Background: an optimization exercise with open tools, aiming at small area, a short achievable clock period and few clock cycles per item. Do not read the settings as production practice.
Only simulation tests tie the RTL to the original design; equivalence was not proved.
Power and IR drop assume default switching activity.

// hid_keyboard_report_builder
module hid_keyboard_report_builder #(
   parameter int KEY_SLOTS   = hkrb_pkg::KEY_SLOTS_DEF,
   parameter int BLOCK_SLOTS = hkrb_pkg::BLOCK_SLOTS_DEF
) (
   input  logic        clock,
   input  logic        reset,
   input  logic        start,
   output logic        busy,
   input  logic [2:0]  req_func,
   input  logic [2:0]  req_modifier_index,
   input  logic [7:0]  req_keycode,
   input  logic [63:0] req_timestamp,
   input  logic [1:0]  req_block_handle,
   output logic        rsp_valid,
   output logic        rsp_has_report,
   output logic [7:0]  rsp_modifier_bits,
   output logic [7:0]  rsp_key_slot0,
   output logic [7:0]  rsp_key_slot1,
   output logic [7:0]  rsp_key_slot2,
   output logic [7:0]  rsp_key_slot3,
   output logic [7:0]  rsp_key_slot4,
   output logic [7:0]  rsp_key_slot5,
   output logic [1:0]  rsp_handle_out,
   output logic [1:0]  rsp_error_code
);
Size in the first run: about 2000 flip-flops, roughly 150 I/O pins, roughly 92000 um2 of cells after synthesis.
clock: 7.5 ns
lec_check: 0
cap_margin: 20
core_margin: 2
core_utilization: 45
place_density: 0.6
setup_slack_margin: 3.2
slew_margin: 20
run.sh (not shown) runs the stock make flow with config.mk's settings and CLKGATE_MAP_FILE= SYNTH_SCRIPT=/design/flow/synth_recipe.tcl, a recipe that flattens the netlist after the stock synthesis.
Testbench counts at the start, summed over its fixed seeds: cycles 4,885, items 4,800.
==> next run, changes <==
--- a/flow/design.v
+++ b/flow/design.v
@@ -123,35 +123,39 @@
    logic [RW-1:0] brank_ff [B];
    logic [B-1:0] brank0_ff;              
    logic         last_empty_ff;
    logic [NG-1:0] sw_pend_ff;            
    logic [NG-1:0] sw_grp_ff;             
    logic         rep_pend_ff;            
-   logic         q_v;
    logic [2:0]   q_func, q_mi;
    logic [7:0]   q_kc;
    logic [63:0]  q_ts;
    logic [1:0]   q_bh;
+   assign q_func = req_func;
+   assign q_mi   = req_modifier_index;
+   assign q_kc   = req_keycode;
+   assign q_ts   = req_timestamp;
+   assign q_bh   = req_block_handle;
    logic         rsp_valid_ff, rsp_report_ff;
    logic [K-1:0] placed_ff;              
    logic [2:0]   pos_ff [K];             
    logic [1:0]   rsp_handle_ff, rsp_err_ff;
    logic         o_valid, o_has;
    logic [7:0]   o_mods;
    logic [7:0]   o_keys [NR];
    logic [1:0]   o_handle, o_err;
    logic rep_wait, acc, ex;
-   assign rep_wait = rep_pend_ff || (q_v && q_func == hkrb_pkg::FN_REPORT);
+   assign rep_wait = rep_pend_ff || (acc && q_func == hkrb_pkg::FN_REPORT);
    logic [NG-1:0] sw_gv;
    logic          sw_act;
    always_comb
       for (int g = 0; g < NG; g++) sw_gv[g] = |kv_ff[g*GS +: GS];
    assign sw_act   = |(sw_pend_ff & sw_gv);
-   assign busy     = rep_wait && sw_act;
+   assign busy     = rep_pend_ff;
    assign acc      = start && !reset && !busy;
-   assign ex       = q_v && !reset;
+   assign ex       = acc;
    logic f_pmod, f_rmod, f_pkey, f_rkey, f_blk, f_ublk, f_rep;
    assign f_pmod    = ex && q_func == hkrb_pkg::FN_PRESS_MOD;
    assign f_rmod    = ex && q_func == hkrb_pkg::FN_RELEASE_MOD;
    assign f_pkey    = ex && q_func == hkrb_pkg::FN_PRESS_KEY;
    assign f_rkey    = ex && q_func == hkrb_pkg::FN_RELEASE_KEY;
    assign f_blk     = ex && q_func == hkrb_pkg::FN_BLOCK;
@@ -278,19 +282,13 @@
          if (placed[i]) n_krep[i] = 1'b1;
          if (purged[i]) n_kv[i] = 1'b0;
          if (reset) n_kv[i] = 1'b0;
       end
    end
    always_ff @(posedge clock) begin
-      q_v    <= acc;
-      q_func <= req_func;
-      q_mi   <= req_modifier_index;
-      q_kc   <= req_keycode;
-      q_ts   <= req_timestamp;
-      q_bh   <= req_block_handle;
-      rep_pend_ff  <= busy;
+      rep_pend_ff  <= rep_wait && sw_act;
       rsp_valid_ff <= f_other || f_rep;
       placed_ff <= placed;
       for (int i = 0; i < K; i++) pos_ff[i] <= nbef[i][2:0];
       if (f_other || f_rep) begin
          rsp_report_ff <= f_rep;
          rsp_handle_ff <= '0;
@@ -348,13 +346,12 @@
             else if (bv_ff[s] && brank_ff[s] > hnd_rank) brank_ff[s] <= brank_ff[s] - RW'(1);
          end
       end
       if (reset) begin
          rsp_valid_ff  <= 1'b0;
          rep_pend_ff   <= 1'b0;
-         q_v           <= 1'b0;
          sw_pend_ff    <= '0;
          sw_grp_ff     <= '0;
          bv_ff         <= '0;
          brank0_ff     <= '0;
          last_empty_ff <= 1'b1;
          for (int m = 0; m < NM; m++) mod_cnt_ff[m] <= 8'd0;
Cell count is lower by 2.7%.
Worst setup slack barely changes.
Maximum frequency hardly moves.
Final area drops by 3.1%.
Synthesized cell count decreases by 2.8%.
Total power goes down by 3.1%.
Hold slack improved by 12 ps.
Via count is lower by 2.0%.
Non-clock buffer count shrinks by 28.
Wire length shrinks by 0.51%.
Testbench counts after the change, summed over its fixed seeds: cycles 4,877, items 4,800.

## run a
Another version of the RTL of hid_keyboard_report_builder (not shown whole).
For scale: roughly 2000 flip-flops, about 150 I/O pins, ~90000 um2 of cells after synthesis.
export LEC_CHECK = 0
export CAP_MARGIN = 20
export CORE_MARGIN = 2
export CORE_UTILIZATION = 45
export CTS_CLUSTER_DIAMETER = 150
export CTS_CLUSTER_SIZE = 24
export PLACE_DENSITY = 0.6
export SETUP_SLACK_MARGIN = 3.5
export SLEW_MARGIN = 20
create_clock -name core_clock -period 7.5 [get_ports {clock}]
Testbench counts of run a, summed over its fixed seeds: cycles 4,877, items 4,800.
Input-level comparison between run b and run a:
-- flow/design.v --
<<< run a, line 260
      end
   end
   logic [K-1:0] n_kv, n_krep, n_kcz, n_kvis, n_cand;
   always_comb begin
      for (int i = 0; i < K; i++) begin
>>> run b, line 260
      end
   end
   logic [K-1:0] n_kv, n_krep, n_kcz, n_kvis;
   always_comb begin
      for (int i = 0; i < K; i++) begin
<<< run a, line 283
         if (purged[i]) n_kv[i] = 1'b0;
         if (reset) n_kv[i] = 1'b0;
         n_cand[i] = f_rep ? cand_ff[i] && !(reached[i] && kcz_ff[i])
                           : n_kv[i] && n_kvis[i] && !(n_krep[i] && n_kcz[i]);
      end
   end
>>> run b, line 283
         if (purged[i]) n_kv[i] = 1'b0;
         if (reset) n_kv[i] = 1'b0;
      end
   end
<<< run a, line 326
         kcz_ff[i]  <= n_kcz[i];
         kvis_ff[i] <= n_kvis[i];
         cand_ff[i] <= n_cand[i];
         for (int j = i + 1; j < K; j++) begin
            if (free_first[i]) older_ff[i][j] <= 1'b0;
>>> run b, line 324
         kcz_ff[i]  <= n_kcz[i];
         kvis_ff[i] <= n_kvis[i];
         cand_ff[i] <= n_kv[i] && n_kvis[i] && !(n_krep[i] && n_kcz[i]);
         for (int j = i + 1; j < K; j++) begin
            if (free_first[i]) older_ff[i][j] <= 1'b0;
==> comparison <==
Run a finished every step from synthesis to the final layout, and the layout passed the timing, design-rule and antenna checks.
Run b: full flow OK, the timing, design-rule and antenna checks passed
When run b is measured against run a, its data required time at the worst endpoint turns out 0.03 ns higher.
Against run a, run b comes in 2.9% lower on multi-input gate area in the final layout.
Looking at synthesized cell count, run b sits 32 lower than run a does.
[compare] base=run a new=run b: final non-filler cell area went down; setup slack went up 0.014 ns; clock skew now smaller.
On synthesized area per cell, the higher figure sits with run b, not run a.
Relative to run a, sequential share of layout area increased by 0.55 points in run b.
Between run a and run b, post-CTS setup buffer count is higher for run b, run a comes in under that.
Testbench counts of run b, summed over its fixed seeds: cycles 4,877, items 4,800.

static timing again, ports no longer ideal:
No port has a modelled driver above. Below, the same layouts with a new extraction and two added sets of constraints.
Step 1, drivers: a clkbuf_16 drives clock and a buf_2 each remaining input, both assumed.
Step 2 moves the port delays by t, midway between the first and last clock arrival at a register: inputs arrive t later, outputs are due t later. That takes back most of the time a late clock gives input paths.
Three values: ideal ports, drivers, drivers and shift; two values: the first two.
| run | t (ns) | slack for setup (ns) | hold WS [ns] | worst setup path after step 2 | pins driven straight from the clock port |
|---|---|---|---|---|---|
| the first run of note 1 | 0.971 | 3.079 / 3.079 / 2.400 | 0.337 / 0.337 / 0.337 | input to register | 1 |
| the second run of note 1 | 0.944 | 3.077 / 3.077 / 2.222 | 0.349 / 0.349 / 0.349 | input to register | 1 |
| run a | 0.876 | 3.265 / 3.265 / 2.448 | 0.356 / 0.356 / 0.356 | input to register | 1 |
| run b | 0.871 | 3.279 / 3.276 / 2.405 | 0.351 / 0.351 / 0.351 | input to register | 1 |
After both steps every run listed still meets setup and hold. For run b, which loses most, drivers alone change the setup slack by -0.003 ns; drivers and shift together by -0.874 ns.
